This is an optimization exercise on Yosys and OpenROAD, whose aim is small area, not a production implementation.
Only simulation tests tie the RTL to the original design; equivalence was not proved.
No activity file was given, so power comes from the tool's default toggle rates.

File: design/flow/constraint.sdc
create_clock -name core_clock -period 6.0 [get_ports {mclk}]
set_input_delay 1.2000 -clock core_clock [delete_from_list [all_inputs] [get_ports {mclk}]]
set_output_delay 1.2000 -clock core_clock [all_outputs]
set_load 0.01 [all_outputs]
File: design/flow/config.mk
export PLATFORM = sky130hd
export DESIGN_NAME = data_memory_mp
export DESIGN_NICKNAME = data_memory_mp
export VERILOG_FILES = /design/flow/design.v
export SDC_FILE = /design/flow/constraint.sdc
export NUM_CORES = 4
export LEC_CHECK = 0
export CAP_MARGIN = 20
export CORE_MARGIN = 2
export CORE_UTILIZATION = 65
export CTS_BUF_LIST = sky130_fd_sc_hd__clkbuf_16
export CTS_CLUSTER_DIAMETER = 80
export CTS_CLUSTER_SIZE = 26
export SLEW_MARGIN = 20
export SYNTH_HIERARCHICAL = 1
File: design/flow/design.v
`default_nettype none
package data_memory_mp_pkg;
  localparam int DMEM_WORD_SIZE  = 16;
  localparam int DMEM_ADDR_WIDTH = 16;
  localparam int DMEM_DEPTH      = 256;
  localparam int DMEM_NUM_RD     = 2;
  typedef enum logic [1:0] {
    DM_INIT  = 2'd0,
    DM_CLEAR = 2'd1,
    DM_READY = 2'd2
  } dm_state_e;
  function automatic int cnt_width(input int depth);
    if (depth > 1) cnt_width = $clog2(depth);
    else cnt_width = 1;
  endfunction
endpackage
`default_nettype wire
`default_nettype none
module dmem_read_port
#(
  parameter int WORD_SIZE  = data_memory_mp_pkg::DMEM_WORD_SIZE,
  parameter int ADDR_WIDTH = data_memory_mp_pkg::DMEM_ADDR_WIDTH,
  parameter int DEPTH      = data_memory_mp_pkg::DMEM_DEPTH
) (
  input  wire logic                              mclk,
  input  wire logic                              rst_n,
  input  wire logic                              i_en,
  input  wire logic [ADDR_WIDTH-1:0]             i_addr,
  input  wire logic [DEPTH*WORD_SIZE-1:0]        i_mem_n,
  input  wire logic                              i_wr_en,
  input  wire logic [ADDR_WIDTH-1:0]             i_wr_addr,
  input  wire logic [WORD_SIZE-1:0]              i_wr_data,
  output logic [WORD_SIZE-1:0]                   o_data,
  output logic                                   o_valid,
  output logic                                   o_err
);
  localparam int CNT_W = data_memory_mp_pkg::cnt_width(DEPTH);
  localparam int GRP   = 8;
  localparam int NGRP  = DEPTH / GRP;
  logic                           w_in_range;
  logic                           w_bypass;
  logic [DEPTH-1:0]               w_sel_n;
  logic [NGRP*WORD_SIZE-1:0]      w_grp;
  logic [WORD_SIZE-1:0]           w_mux;
  logic [WORD_SIZE-1:0]           w_word;
  logic [WORD_SIZE-1:0]           r_data;
  logic                           r_valid;
  assign w_in_range = ({1'b0, i_addr} < (ADDR_WIDTH + 1)'(DEPTH));
  assign w_bypass   = i_wr_en && (i_wr_addr == i_addr);
  dmem_decoder #(.AW(CNT_W), .N(DEPTH)) u_rd_dec (
    .i_en    (w_in_range),
    .i_addr  (i_addr[CNT_W-1:0]),
    .o_sel_n (w_sel_n)
  );
  for (genvar g = 0; g < NGRP; g++) begin : g_grp
    dmem_mux_group #(.N(GRP), .W(WORD_SIZE)) u_grp (
      .i_data_n (i_mem_n[g*GRP*WORD_SIZE +: GRP*WORD_SIZE]),
      .i_sel_n  (w_sel_n[g*GRP +: GRP]),
      .o_data   (w_grp[g*WORD_SIZE +: WORD_SIZE])
    );
  end
  always_comb begin
    w_mux = '0;
    for (int g = 0; g < NGRP; g++) begin
      w_mux = w_mux | w_grp[g*WORD_SIZE +: WORD_SIZE];
    end
  end
  assign w_word = w_bypass ? i_wr_data : w_mux;
  always_ff @(posedge mclk or negedge rst_n) begin
    if (!rst_n) begin
      r_data  <= '0;
      r_valid <= 1'b0;
    end else begin
      r_valid <= i_en;
      if (i_en) begin
        r_data <= w_word;
      end
    end
  end
  assign o_data  = r_data;
  assign o_valid = r_valid;
  assign o_err   = i_en && !w_in_range;
endmodule
`default_nettype wire
`default_nettype none
module dmem_decoder
#(
  parameter int AW = 8,
  parameter int N  = 256
) (
  input  wire logic          i_en,
  input  wire logic [AW-1:0] i_addr,
  output logic [N-1:0]       o_sel_n
);
  localparam int LW = AW / 2;
  localparam int HW = AW - LW;
  logic [(1<<LW)-1:0] w_lo;
  logic [(1<<HW)-1:0] w_hi;
  dmem_predecoder #(.AW(LW)) u_lo (
    .i_en   (1'b1),
    .i_addr (i_addr[LW-1:0]),
    .o_sel  (w_lo)
  );
  dmem_predecoder #(.AW(HW)) u_hi (
    .i_en   (i_en),
    .i_addr (i_addr[AW-1:LW]),
    .o_sel  (w_hi)
  );
  for (genvar i = 0; i < N; i++) begin : g_sel
    assign o_sel_n[i] = !(w_hi[i >> LW] && w_lo[i % (1 << LW)]);
  end
endmodule
`default_nettype wire
`default_nettype none
module dmem_predecoder
#(
  parameter int AW = 4
) (
  input  wire logic              i_en,
  input  wire logic [AW-1:0]     i_addr,
  output logic [(1<<AW)-1:0]     o_sel
);
  for (genvar i = 0; i < (1 << AW); i++) begin : g_sel
    assign o_sel[i] = i_en && (i_addr == AW'(i));
  end
endmodule
`default_nettype wire
`default_nettype none
module dmem_mux_group
#(
  parameter int N = 8,
  parameter int W = 16
) (
  input  wire logic [N*W-1:0]      i_data_n,
  input  wire logic [N-1:0]        i_sel_n,
  output logic [W-1:0]             o_data
);
  always_comb begin
    o_data = '0;
    for (int i = 0; i < N; i++) begin
      o_data = o_data | ~(i_data_n[i*W +: W] | {W{i_sel_n[i]}});
    end
  end
endmodule
`default_nettype wire
`default_nettype none
module data_memory_mp
#(
  parameter int WORD_SIZE  = data_memory_mp_pkg::DMEM_WORD_SIZE,
  parameter int ADDR_WIDTH = data_memory_mp_pkg::DMEM_ADDR_WIDTH,
  parameter int DEPTH      = data_memory_mp_pkg::DMEM_DEPTH,
  parameter int NUM_RD     = data_memory_mp_pkg::DMEM_NUM_RD
) (
  input  wire logic                         mclk,
  input  wire logic                         rst_n,
  input  wire logic [ADDR_WIDTH-1:0]        memaddr_w,
  input  wire logic [WORD_SIZE-1:0]         memval,
  input  wire logic                         memset,
  input  wire logic [NUM_RD*ADDR_WIDTH-1:0] memaddr_r,
  input  wire logic [NUM_RD-1:0]            memget,
  output logic      [NUM_RD*WORD_SIZE-1:0]  memout,
  output logic      [NUM_RD-1:0]            memout_valid,
  output logic                              busy,
  output logic                              addr_err
);
  localparam int CNT_W = data_memory_mp_pkg::cnt_width(DEPTH);
  logic [DEPTH*WORD_SIZE-1:0]      r_mem_n;
  logic [CNT_W-1:0]                r_clr_cnt;
  logic                            r_busy;
  logic                            r_err;
  logic                            w_wr_in_range;
  logic                            w_usr_we;
  logic                            w_mem_we;
  logic [CNT_W-1:0]                w_mem_waddr;
  logic [WORD_SIZE-1:0]            w_mem_wdata_n;
  logic [DEPTH-1:0]                w_row_we_n;
  logic [NUM_RD-1:0]               w_rd_err;
  assign w_wr_in_range = ({1'b0, memaddr_w} < (ADDR_WIDTH + 1)'(DEPTH));
  assign w_usr_we      = !r_busy && memset && w_wr_in_range;
  assign w_mem_we      = r_busy || w_usr_we;
  assign w_mem_waddr   = r_busy ? r_clr_cnt : memaddr_w[CNT_W-1:0];
  assign w_mem_wdata_n = r_busy ? '1 : ~memval;
  always_ff @(posedge mclk or negedge rst_n) begin
    if (!rst_n) begin
      r_clr_cnt <= '0;
      r_busy    <= 1'b1;
      r_err     <= 1'b0;
    end else begin
      r_err <= (|w_rd_err) || (!r_busy && memset && !w_wr_in_range);
      if (r_busy) begin
        if (r_clr_cnt == CNT_W'(DEPTH - 1)) begin
          r_busy    <= 1'b0;
          r_clr_cnt <= '0;
        end else begin
          r_clr_cnt <= r_clr_cnt + 1'b1;
        end
      end
    end
  end
  dmem_decoder #(.AW(CNT_W), .N(DEPTH)) u_wr_dec (
    .i_en    (w_mem_we),
    .i_addr  (w_mem_waddr),
    .o_sel_n (w_row_we_n)
  );
  logic [DEPTH-1:0] w_row_we;
  assign w_row_we = ~w_row_we_n;
  for (genvar i = 0; i < DEPTH; i++) begin : g_row
    logic [WORD_SIZE-1:0] w_next_n;
    for (genvar b = 0; b < WORD_SIZE; b++) begin : g_bit
      dmem_bit_next u_next (
        .i_q      (r_mem_n[i*WORD_SIZE + b]),
        .i_we     (w_row_we[i]),
        .i_we_n   (w_row_we_n[i]),
        .i_wdata  (w_mem_wdata_n[b]),
        .o_next   (w_next_n[b])
      );
    end
    always_ff @(posedge mclk) begin
      r_mem_n[i*WORD_SIZE +: WORD_SIZE] <= w_next_n;
    end
  end
  for (genvar k = 0; k < NUM_RD; k++) begin : g_rd_port
    dmem_read_port #(
      .WORD_SIZE  (WORD_SIZE),
      .ADDR_WIDTH (ADDR_WIDTH),
      .DEPTH      (DEPTH)
    ) u_rd_port (
      .mclk       (mclk),
      .rst_n      (rst_n),
      .i_en       (!r_busy && memget[k]),
      .i_addr     (memaddr_r[k*ADDR_WIDTH +: ADDR_WIDTH]),
      .i_mem_n    (r_mem_n),
      .i_wr_en    (w_usr_we),
      .i_wr_addr  (memaddr_w),
      .i_wr_data  (memval),
      .o_data     (memout[k*WORD_SIZE +: WORD_SIZE]),
      .o_valid    (memout_valid[k]),
      .o_err      (w_rd_err[k])
    );
  end
  assign busy     = r_busy;
  assign addr_err = r_err;
endmodule
`default_nettype wire
`default_nettype none
module dmem_bit_next (
  input  wire logic i_q,
  input  wire logic i_we,
  input  wire logic i_we_n,
  input  wire logic i_wdata,
  output logic      o_next
);
  assign o_next = (i_q || i_we) && (i_wdata || i_we_n);
endmodule
`default_nettype wire
File: design/flow/run.sh
#!/bin/bash
# synth_recipe.tcl (not shown) runs the flow's synth.tcl, then flattens the netlist and writes it again
# the make line also repeats each setting of config.mk as NAME=value (left out here)
make -C /OpenROAD-flow-scripts/flow DESIGN_CONFIG=/design/flow/config.mk WORK_HOME=/design/flow/orfs CLKGATE_MAP_FILE= SYNTH_SCRIPT=/design/flow/synth_recipe.tcl finish
==> summary.md <==
The run gives -0.6014 ns as the setup slack after placement. Top cell type's share of synthesized area: 0.4765. The final route contains 173500 vias.

The final count of hold timing violations came out at 0. The filler cells instantiated in the layout total 19840. The tools report the initial core utilization as 0.6550.

The share of the cycle needed by the critical path after routing came out at 1.021. The Yosys warning count is 9, and the core outline area is 262700 um^2. 105 I/O pins were placed.

The tools report the setup slack of the critical path after layout as -0.1278 ns. Ranked by total cell area, the synthesized netlist is headed by dfxtp_1 48%, o22a_1 21%, o22ai_1 15%, or4_1 4.5%, buf_6 3.3%. Entering global routing, the biggest net connects 128 pins. For the final count of pins violating max slew, the log shows 0. End point of the critical path: g_rd_port[1].u_rd_port.r_data[3]$_DFFE_PN0P_.

The logs give 0.5723 for the global-route total usage across every layer and 0.1632 GHz for the highest attainable clock frequency. The clock share of power is 0.355. The tool flagged a number of max-cap violations equal to 0. The fraction of registers with async set or reset after synthesis is 0.01063.

TritonCTS built the clock tree. Switching power share of the total: 0.2321. In the final layout, the multi-input gates occupy 77630 um^2. Relative to the synthesized area, the layout overhead comes to 6.625%.

The number of cell instances on the worst register-to-register path is 9, and the horizontal die dimension is 518.5 um. The first routing iteration left 35330 violations. The run gives 0.08284 as the relative slew slack. Leaving out filler cells and counting taps, the final layout contains 20280. After clock tree synthesis, the clock-pin slew on the worst setup and hold paths is 0.11 ns.

Initial antenna violation count: 85. Hold repair after CTS inserted 0 buffers. Dividing the synthesized area by the synthesized cell count gives 10.54 um^2.

Counting the buffers created by CTS gives 196. A clean result was blocked by setup timing. The worst path buffer plus inverter count is 5, and the synthesized area is 172100 um^2.

In this run the vertical extent of the chip is 518.5 um. The kind of cell adding the most delay to the critical path was simple AND/OR/NAND/NOR gates. The mean number of vias per cell works out to 8.558. The tools report the capturing element type of the critical path as a flop.

Top cell type by total area after synthesis: dfxtp_1. In the synthesized netlist the dominant register cell turns out to be dfxtp_1. The tools report the half-perimeter wire length after placement as 561.0 mm. The most frequent cell on the critical path was buf_4. The path class of the tightest hold or removal check is primary input to async pin.

At the end of routability-driven placement, the weighted congestion stood at 1.186. The layout cell share with drive strength beyond 1 is 0.09918, and the worst IR drop on VDD is 0.0002910 V. For the sequential-to-total area share from yosys stat, the log shows 0.4829.

The run gives 47 as the number of distinct library cells after synthesis. The detailed-route wire length per cell is 40.00 um, and the total wire length is 811.1 mm. The first global-routing pass estimated 1135 mm of wire. For the pin with the worst max-slew slack, the measured transition is 1.376 ns.

The total power per unit cell area was 244.5 nW/um^2. The startpoint identified for the worst register-to-register timing path is r_busy$_DFF_PN1_. Port buffering added 104 buffers. Across the routed clock network, the largest skew measured is 0.04547 ns.

The run finished, with violations left. The via count of the first global-routing pass was 156300. The final global-route overflow total is 0. Clock tree synthesis selected as its root buffer the cell clkbuf_16.

For the overall die area, the log shows 268900 um^2. The relative contribution of sequential cells to total power was 0.614. The logic gate share of total power is 0.030, and the number of stages on the worst setup path is 15.

Number of setup buffers added after CTS: 0. The cell count after synthesis came out at 16330. The highest cell delay on the worst timing path is 0.95 ns, and the number of setup violations in the final report is 2. Cell internal power was estimated by the tool at 0.03446 W. The analysis attributes to cell leakage a power of 76.25 nW. Data on the critical path is required at its endpoint by 6.82 ns. The shortest period the worst path allows was 6.128 ns. In this run the critical register-to-register path is captured at r_mem_n[835]$_DFF_P_. Setup repair after global routing left no endpoint under its margin.

Registers take 83100 um^2. The worst endpoint data arrival time is 6.95 ns. The reg2reg setup slack came out at 0.96 ns.

After detailed placement, the design holds a cell count of 19890. Critical path startpoint category: a primary input. In this run, synthesis inferred 0 flip-flops with an integrated enable. Walking the worst path, the cells encountered are clkdlybuf4s50_1, buf_4, nand2_1, nor2_4, buf_12, nand2_1, buf_4, o22ai_1, or4_1, nor4_2, nand4_1, buf_4, or2_2, a31oi_1, nand3_1.

The detailed-router iteration count before antenna repair was 14; the number of sinks driven by the clock tree was 4140. In the routed design, unresolved DRC markers number 0. Gates resized during post-CTS repair numbered 0. The H-tree was split into 4 levels. Row generation in the floorplan step produced 188 rows. After the last flow step, the layout net total stands at 16660. The critical path in this run is classified as primary input to flop. Sorting the synthesized cells by how often they occur yields 4096 x dfxtp_1, 4096 x o22a_1, 4096 x o22ai_1.

The synthesized flop and latch total works out to 4140. The top fanout value on the critical path works out to 10. Tracing the worst setup path back leads to its startpoint at memaddr_r[16]. At the later pin of the worst-skew pair, clock insertion delay measures 0.98 ns. The logs give 0.01041 W for the reported net switching power and 0 for the post-detailed-route count of antenna-violating nets.

The clock passes through at most 4 buffers. The standard cell with the maximum stage delay on the critical path was nor4_2.
==> logic make-up after synthesis <==
logic type               synth area share
buffers and inverters             0.07217
flip-flops                         0.4829
other                          0.00006543
multiplexers                    0.0006544
AND/OR/NAND/NOR                   0.08166
adder cells (fa/ha/maj)        0.00007269
XOR/XNOR                         0.001781
AO/OA/AOI/OAI                      0.3607
==> layout make-up <==
| cell class | count | area share |
|---|---|---|
| antenna | 94 | 0.001282 |
| clock buffer | 202 | 0.02755 |
| clock inverter | 72 | 0.004105 |
| inverter | 259 | 0.005305 |
| multi-input combinational | 10700 | 0.4231 |
| sequential | 4140 | 0.4529 |
| tap | 3515 | 0.02397 |
| timing repair buffer | 1295 | 0.06184 |
==> flip-flops by register name, summed over array words and instances (netlist names) <==
register,flops
r_err,1
r_clr_cnt,8
g_rd_port.u_rd_port.r_data,32
r_mem_n,4096
g_rd_port.u_rd_port.r_valid,2
r_busy,1
==> through the flow <==
stage | hold WS [ns] | instance area (um^2) | power [W] | utilization | TNS, ns
global placement | 0.4765 | 176800 | 0.02940 | 0.6730 | -3.789
finish | 0.3715 | 183500 | 0.04487 | 0.6984 | -0.1340
global route | 0.4009 | 183300 | 0.04549 | 0.6976 | 0
CTS | 0.4016 | 182900 | 0.04450 | 0.6959 | 0
detailed placement | 0.4844 | 177000 | 0.02943 | 0.6738 | -2.854
floorplan | 0.4711 | 172100 | 0.02877 | - | 0
==> cell usage in the layout, fill, tap and decap left out, types with 15 or more instances in the layout <==
cell / instances
o22a_1: 4096
nand2_4: 15
nand4_1: 66
clkdlybuf4s50_1: 103
clkbuf_16: 202
nand2_2: 31
nor2_2: 16
dfrtp_1: 43
or4_1: 1030
xor2_1: 31
dfxtp_1: 4096
nand3_1: 15
diode_2: 94
o311ai_1: 30
buf_4: 1080
nand2_1: 781
o22ai_1: 4096
nor4_1: 202
nand2b_1: 42
nor4_2: 55
inv_1: 275
nor2_1: 25
buf_12: 99
o221ai_1: 30
nor2_4: 36
nor3_2: 20
==> power by group through the flow <==
stage / logic, W / clock network [W] / registers, W
6_report: 0.00136 / 0.0159 / 0.0276
5_1_grt: 0.00131 / 0.0166 / 0.0276
3_3_place_gp: 0.00121 / 0 / 0.0282
3_5_place_dp: 0.00123 / 0 / 0.0282
2_1_floorplan: 0.000583 / 0 / 0.0282
4_1_cts: 0.00123 / 0.0157 / 0.0276
==> layer usage <==
layer	GRT usage	up-vias	routed length, um
li1	-	68360	-
met1	0.6605	82270	262200
met2	0.7694	17630	309600
met3	0.2972	5207	141800
met4	0.4943	74	96700
met5	0.01903	-	882
==> how the worst min path moves through the flow <==
stage	end	slack, ns	cells after the start
after CTS	g_rd_port[1].u_rd_port.r_valid$_DFF_PN0_	0.40	2
after global placement	r_mem_n[3211]$_DFF_P_	0.48	1
after detailed placement	r_mem_n[2164]$_DFF_P_	0.48	1
after floorplan	r_mem_n[1022]$_DFF_P_	0.47	1
after global routing	g_rd_port[0].u_rd_port.r_valid$_DFF_PN0_	0.40	2
final	g_rd_port[1].u_rd_port.r_valid$_DFF_PN0_	0.37	2
==> Yosys stat by module (local to each module, per instance), a selection <==
| module | cells inside | times used |
|---|---|---|
| data_memory_mp | 4427 | 1 |
| dmem_bit_next | 1 | 4096 |

-- separate check: timing with driven ports --
The flow's constraints put no driver on any port. The routed layout listed below was extracted and timed again, unchanged, in two steps.
Step 1 (the two cells are an assumption about what drives the block):
set clk [get_ports {mclk}]
set_driving_cell -lib_cell sky130_fd_sc_hd__clkbuf_16 $clk
set_driving_cell -lib_cell sky130_fd_sc_hd__buf_2 [delete_from_list [all_inputs] $clk]
Step 2 moves the port delays by t, midway between the first and last clock arrival at a register: inputs arrive t later, outputs are due t later. That takes back most of the time a late clock gives input paths.
a / b / c = no drivers / after step 1 / after step 2; a / b = the first two.
t (ns): 1.063
slack for setup (ns): -0.128 / -0.040 / -1.103
worst setup path after step 2: input to register
worst register clock-pin slew, ns: 0.11 / 0.11
For this run, drivers alone change the setup slack by +0.088 ns; drivers and shift together by -0.975 ns.
